From an optimization exercise on the open Yosys and OpenROAD flow, aimed at small area and a short achievable clock period; shortcuts taken in it are not production practice.
Function was checked by simulation only, so behaviour that the tests miss may differ from the original.
Power figures rest on the tool's default switching activity, not on a simulated workload.

==> module vc_input_buffer, before the edit <==
module vc_input_buffer #(
    parameter int FLIT_WIDTH = 64,
    parameter int DEPTH      = 16,
    parameter int NUM_VC     = 2,
    parameter int OFF_THRESH = DEPTH - 2,
    parameter int ON_THRESH  = 2,
    localparam int VC_W      = (NUM_VC > 1) ? $clog2(NUM_VC) : 1,
    localparam int CNT_W     = $clog2(DEPTH + 1)
) (
    input  logic                    clk,
    input  logic                    rst,
    input  logic [FLIT_WIDTH-1:0]   flit_in,
    input  logic                    push,
    input  logic [VC_W-1:0]         push_vc,
    input  logic                    pop,
    input  logic [VC_W-1:0]         pop_vc,
    input  logic                    err_clr,
    output logic [FLIT_WIDTH-1:0]   flit_o,
    output logic [NUM_VC-1:0]       full,
    output logic [NUM_VC-1:0]       empty,
    output logic [NUM_VC-1:0]       vc_on,
    output logic [NUM_VC*CNT_W-1:0] count,
    output logic [NUM_VC-1:0]       overflow_err,
    output logic [NUM_VC-1:0]       underflow_err
);
    localparam int BDEPTH = DEPTH - 1;    
    localparam logic [CNT_W-1:0] C_DEPTH = CNT_W'(DEPTH);
    localparam logic [CNT_W-1:0] C_OFF   = CNT_W'(OFF_THRESH);
    localparam logic [CNT_W-1:0] C_ON    = CNT_W'(ON_THRESH);
    logic [FLIT_WIDTH-1:0] w_head [NUM_VC];
    for (genvar v = 0; v < NUM_VC; v++) begin : g_vc
        logic [FLIT_WIDTH-1:0] r_mem [BDEPTH];
        logic [FLIT_WIDTH-1:0] r_head_n;   
        logic [BDEPTH-1:0]     r_wr_oh;    
        logic [BDEPTH-1:0]     r_rd_oh;    
        logic [CNT_W-1:0]      r_count;
        logic                  r_full;
        logic                  r_empty;
        logic                  r_one;      
        logic                  r_vc_on;
        logic                  r_ovf;
        logic                  r_unf;
        logic                  w_push_sel;
        logic                  w_pop_sel;
        logic                  w_pop_acc;
        logic                  w_push_acc;
        logic                  w_ovf_evt;
        logic                  w_unf_evt;
        logic                  w_head_in;    
        logic                  w_head_en;
        logic                  w_rd_adv;
        logic                  w_wr_adv;
        logic [CNT_W-1:0]      w_count_next;
        logic [FLIT_WIDTH-1:0] w_buf_out;
        assign w_push_sel = push && (push_vc == VC_W'(v));
        assign w_pop_sel  = pop  && (pop_vc  == VC_W'(v));
        assign w_pop_acc  = w_pop_sel && !r_empty;
        assign w_push_acc = w_push_sel && (!r_full || w_pop_sel);
        assign w_ovf_evt  = w_push_sel && !w_push_acc;
        assign w_unf_evt  = w_pop_sel && r_empty;
        assign w_head_in = w_push_acc && (r_empty || (w_pop_acc && r_one));
        assign w_head_en = w_pop_acc || (w_push_acc && r_empty);
        assign w_rd_adv  = w_pop_acc && !r_one;
        assign w_wr_adv  = w_push_acc && !r_empty && !(w_pop_acc && r_one);
        logic              w_inc;
        logic              w_dec;
        logic [CNT_W-1:0]  w_cnt_up;
        logic [CNT_W-1:0]  w_cnt_dn;
        logic              w_full_next;
        logic              w_empty_next;
        logic              w_one_next;
        logic              w_off_next;
        logic              w_on_next;
        assign w_inc    = w_push_acc && !w_pop_acc;
        assign w_dec    = w_pop_acc && !w_push_acc;
        assign w_cnt_up = r_count + CNT_W'(1);
        assign w_cnt_dn = r_count - CNT_W'(1);
        always_comb begin
            if (w_inc) begin
                w_count_next = w_cnt_up;
                w_full_next  = (w_cnt_up == C_DEPTH);
                w_empty_next = 1'b0;
                w_one_next   = r_empty;
                w_off_next   = (w_cnt_up >= C_OFF);
                w_on_next    = (w_cnt_up <= C_ON);
            end else if (w_dec) begin
                w_count_next = w_cnt_dn;
                w_full_next  = 1'b0;
                w_empty_next = r_one;
                w_one_next   = (w_cnt_dn == CNT_W'(1));
                w_off_next   = (w_cnt_dn >= C_OFF);
                w_on_next    = (w_cnt_dn <= C_ON);
            end else begin
                w_count_next = r_count;
                w_full_next  = r_full;
                w_empty_next = r_empty;
                w_one_next   = r_one;
                w_off_next   = (r_count >= C_OFF);
                w_on_next    = (r_count <= C_ON);
            end
        end
        always_comb begin
            w_buf_out = '0;
            for (int i = 0; i < BDEPTH; i++) begin
                w_buf_out = w_buf_out | ({FLIT_WIDTH{r_rd_oh[i]}} & r_mem[i]);
            end
        end
        for (genvar i = 0; i < BDEPTH; i++) begin : g_ent
            logic                  w_we;
            logic [FLIT_WIDTH-1:0] w_d;
            assign w_we = w_push_acc && r_wr_oh[i];
            for (genvar k = 0; k < FLIT_WIDTH; k = k + 4) begin : g_hold
                vc_input_buffer_hold #(.W(4)) u_hold (
                    .we(w_we), .we_n(!w_we), .d(flit_in[k +: 4]),
                    .q(r_mem[i][k +: 4]), .y(w_d[k +: 4])
                );
            end
            always_ff @(posedge clk) begin
                r_mem[i] <= w_d;
            end
        end
        logic [FLIT_WIDTH-1:0] w_head_d;
        logic [FLIT_WIDTH-1:0] w_head_new;
        assign w_head_new = ~(w_head_in ? flit_in : w_buf_out);
        for (genvar k = 0; k < FLIT_WIDTH; k = k + 4) begin : g_hhold
            vc_input_buffer_hold #(.W(4)) u_hold (
                .we(w_head_en), .we_n(!w_head_en), .d(w_head_new[k +: 4]),
                .q(r_head_n[k +: 4]), .y(w_head_d[k +: 4])
            );
        end
        always_ff @(posedge clk) begin
            r_head_n <= w_head_d;
        end
        always_ff @(posedge clk) begin
            if (rst) begin
                r_wr_oh  <= BDEPTH'(1);
                r_rd_oh  <= BDEPTH'(1);
                r_count  <= '0;
                r_full   <= 1'b0;
                r_empty  <= 1'b1;
                r_one    <= 1'b0;
                r_vc_on  <= 1'b1;
                r_ovf    <= 1'b0;
                r_unf    <= 1'b0;
            end else begin
                if (w_wr_adv) begin
                    r_wr_oh <= {r_wr_oh[BDEPTH-2:0], r_wr_oh[BDEPTH-1]};
                end
                if (w_rd_adv) begin
                    r_rd_oh <= {r_rd_oh[BDEPTH-2:0], r_rd_oh[BDEPTH-1]};
                end
                r_count <= w_count_next;
                r_full  <= w_full_next;
                r_empty <= w_empty_next;
                r_one   <= w_one_next;
                if (w_off_next) begin
                    r_vc_on <= 1'b0;
                end else if (w_on_next) begin
                    r_vc_on <= 1'b1;
                end
                if (w_ovf_evt) begin
                    r_ovf <= 1'b1;
                end else if (err_clr) begin
                    r_ovf <= 1'b0;
                end
                if (w_unf_evt) begin
                    r_unf <= 1'b1;
                end else if (err_clr) begin
                    r_unf <= 1'b0;
                end
            end
        end
        assign w_head[v]                  = r_head_n;
        assign count[v*CNT_W +: CNT_W]    = r_count;
        assign full[v]                    = r_full;
        assign empty[v]                   = r_empty;
        assign vc_on[v]                   = r_vc_on;
        assign overflow_err[v]            = r_ovf;
        assign underflow_err[v]           = r_unf;
    end
    always_comb begin
        flit_o = '1;
        for (int v = 0; v < NUM_VC; v++) begin
            if (pop_vc == VC_W'(v)) begin
                flit_o = ~w_head[v];
            end
        end
    end
endmodule
==> flow/config.mk <==
export PLATFORM = sky130hd
export DESIGN_NAME = vc_input_buffer
export DESIGN_NICKNAME = vc_input_buffer
export VERILOG_FILES = /design/flow/design.v
export SDC_FILE = /design/flow/constraint.sdc
export NUM_CORES = 4
export LEC_CHECK = 0
export CAP_MARGIN = 20
export CORE_MARGIN = 2
export CORE_UTILIZATION = 55
export SETUP_SLACK_MARGIN = 1.9
export SLEW_MARGIN = 20
export SYNTH_HIERARCHICAL = 1
==> flow/constraint.sdc <==
create_clock -name core_clock -period 4.2 [get_ports {clk}]
set_input_delay 0.8400 -clock core_clock [delete_from_list [all_inputs] [get_ports {clk}]]
set_output_delay 0.8400 -clock core_clock [all_outputs]
set_load 0.01 [all_outputs]
standard.sh (not shown) runs the stock make flow with config.mk's settings and CLKGATE_MAP_FILE= SYNTH_SCRIPT=/design/flow/synth_recipe.tcl, a recipe that flattens the netlist after the stock synthesis.
==> flow/flow/run.sh <==
#!/bin/bash
set -e
cp standard.sh standard_sh_copy.log
cp config.mk config_mk_copy.log
export IO_CONSTRAINTS=$PWD/flow/io.tcl
bash standard.sh > standard.log 2>&1
==> flow/flow/io.tcl <==
# Keep the head-flit outputs and their select together on one edge.
set_io_pin_constraint -group -order -region left:* -pin_names {flit_o[0] flit_o[1] flit_o[2] flit_o[3] flit_o[4] flit_o[5] flit_o[6] flit_o[7] flit_o[8] flit_o[9] flit_o[10] flit_o[11] flit_o[12] flit_o[13] flit_o[14] flit_o[15] flit_o[16] flit_o[17] flit_o[18] flit_o[19] flit_o[20] flit_o[21] flit_o[22] flit_o[23] flit_o[24] flit_o[25] flit_o[26] flit_o[27] flit_o[28] flit_o[29] flit_o[30] flit_o[31] pop_vc[0] flit_o[32] flit_o[33] flit_o[34] flit_o[35] flit_o[36] flit_o[37] flit_o[38] flit_o[39] flit_o[40] flit_o[41] flit_o[42] flit_o[43] flit_o[44] flit_o[45] flit_o[46] flit_o[47] flit_o[48] flit_o[49] flit_o[50] flit_o[51] flit_o[52] flit_o[53] flit_o[54] flit_o[55] flit_o[56] flit_o[57] flit_o[58] flit_o[59] flit_o[60] flit_o[61] flit_o[62] flit_o[63]}
The starting point finished clean.
Edit:
--- a/flow/design.v
+++ b/flow/design.v
@@ -178,15 +178,17 @@
         assign vc_on[v]                   = r_vc_on;
         assign overflow_err[v]            = r_ovf;
         assign underflow_err[v]           = r_unf;
     end
-    always_comb begin
-        flit_o = '1;
-        for (int v = 0; v < NUM_VC; v++) begin
-            if (pop_vc == VC_W'(v)) begin
-                flit_o = ~w_head[v];
-            end
-        end
+    logic w_sel1;
+    logic w_sel0;
+    assign w_sel1 = (pop_vc == VC_W'(1));
+    assign w_sel0 = (pop_vc == VC_W'(0));
+    for (genvar k = 0; k < FLIT_WIDTH; k = k + 4) begin : g_out
+        vc_input_buffer_omux #(.W(4)) u_omux (
+            .s0(w_sel0), .s1(w_sel1), .a0_n(w_head[0][k +: 4]),
+            .a1_n(w_head[1][k +: 4]), .y(flit_o[k +: 4])
+        );
     end
 endmodule
 module vc_input_buffer_hold #(
     parameter int W = 64
@@ -198,5 +200,16 @@
     output logic [W-1:0] y
 );
     assign y = ({W{we}} & d) | ({W{we_n}} & q);
 endmodule
+module vc_input_buffer_omux #(
+    parameter int W = 4
+) (
+    input  logic         s0,
+    input  logic         s1,
+    input  logic [W-1:0] a0_n,
+    input  logic [W-1:0] a1_n,
+    output logic [W-1:0] y
+);
+    assign y = ~(({W{s0}} & a0_n) | ({W{s1}} & a1_n));
+endmodule
 `default_nettype wire
Routed wire length rises by 2.1%.
Cell count is about the same.
Total power barely changes.
Global-route usage came out higher by 1.2 points.
Register-to-register slack improved by 0.04 ns.
Non-clock buffer count rises by 8.
Sequential power is about the same.
First-iteration DRC count grows by 3.7%.

[re-timing with driven ports]
Ports are ideal in the flow. The routed layouts listed here were re-timed in OpenROAD. Step 1 (the two cells are an assumption about what drives the block):
set clk [get_ports {clk}]
set_driving_cell -lib_cell sky130_fd_sc_hd__clkbuf_16 $clk
set_driving_cell -lib_cell sky130_fd_sc_hd__buf_2 [delete_from_list [all_inputs] $clk]
Step 2 adds t to the input delays and takes it off the output delays; t is the mean of the earliest and latest rising clock arrival at the registers after step 1. Input paths then give back, and output paths get back, about the clock's delay inside the block. Slacks: no drivers / after step 1 / after step 2; pairs: no drivers / after step 1.
| run | t (ns) | setup WS [ns] | hold slack, ns |
|---|---|---|---|
| the first run | 0.908 | 1.523 / 1.279 / 0.820 | 0.465 / 0.465 / 0.465 |
| the second run | 0.911 | 1.453 / 1.256 / 0.708 | 0.383 / 0.320 / 0.464 |
After both steps every run listed still meets setup and hold. The setup slack of the second run, which loses most, moves by -0.197 ns with the drivers and by -0.745 ns with both steps.
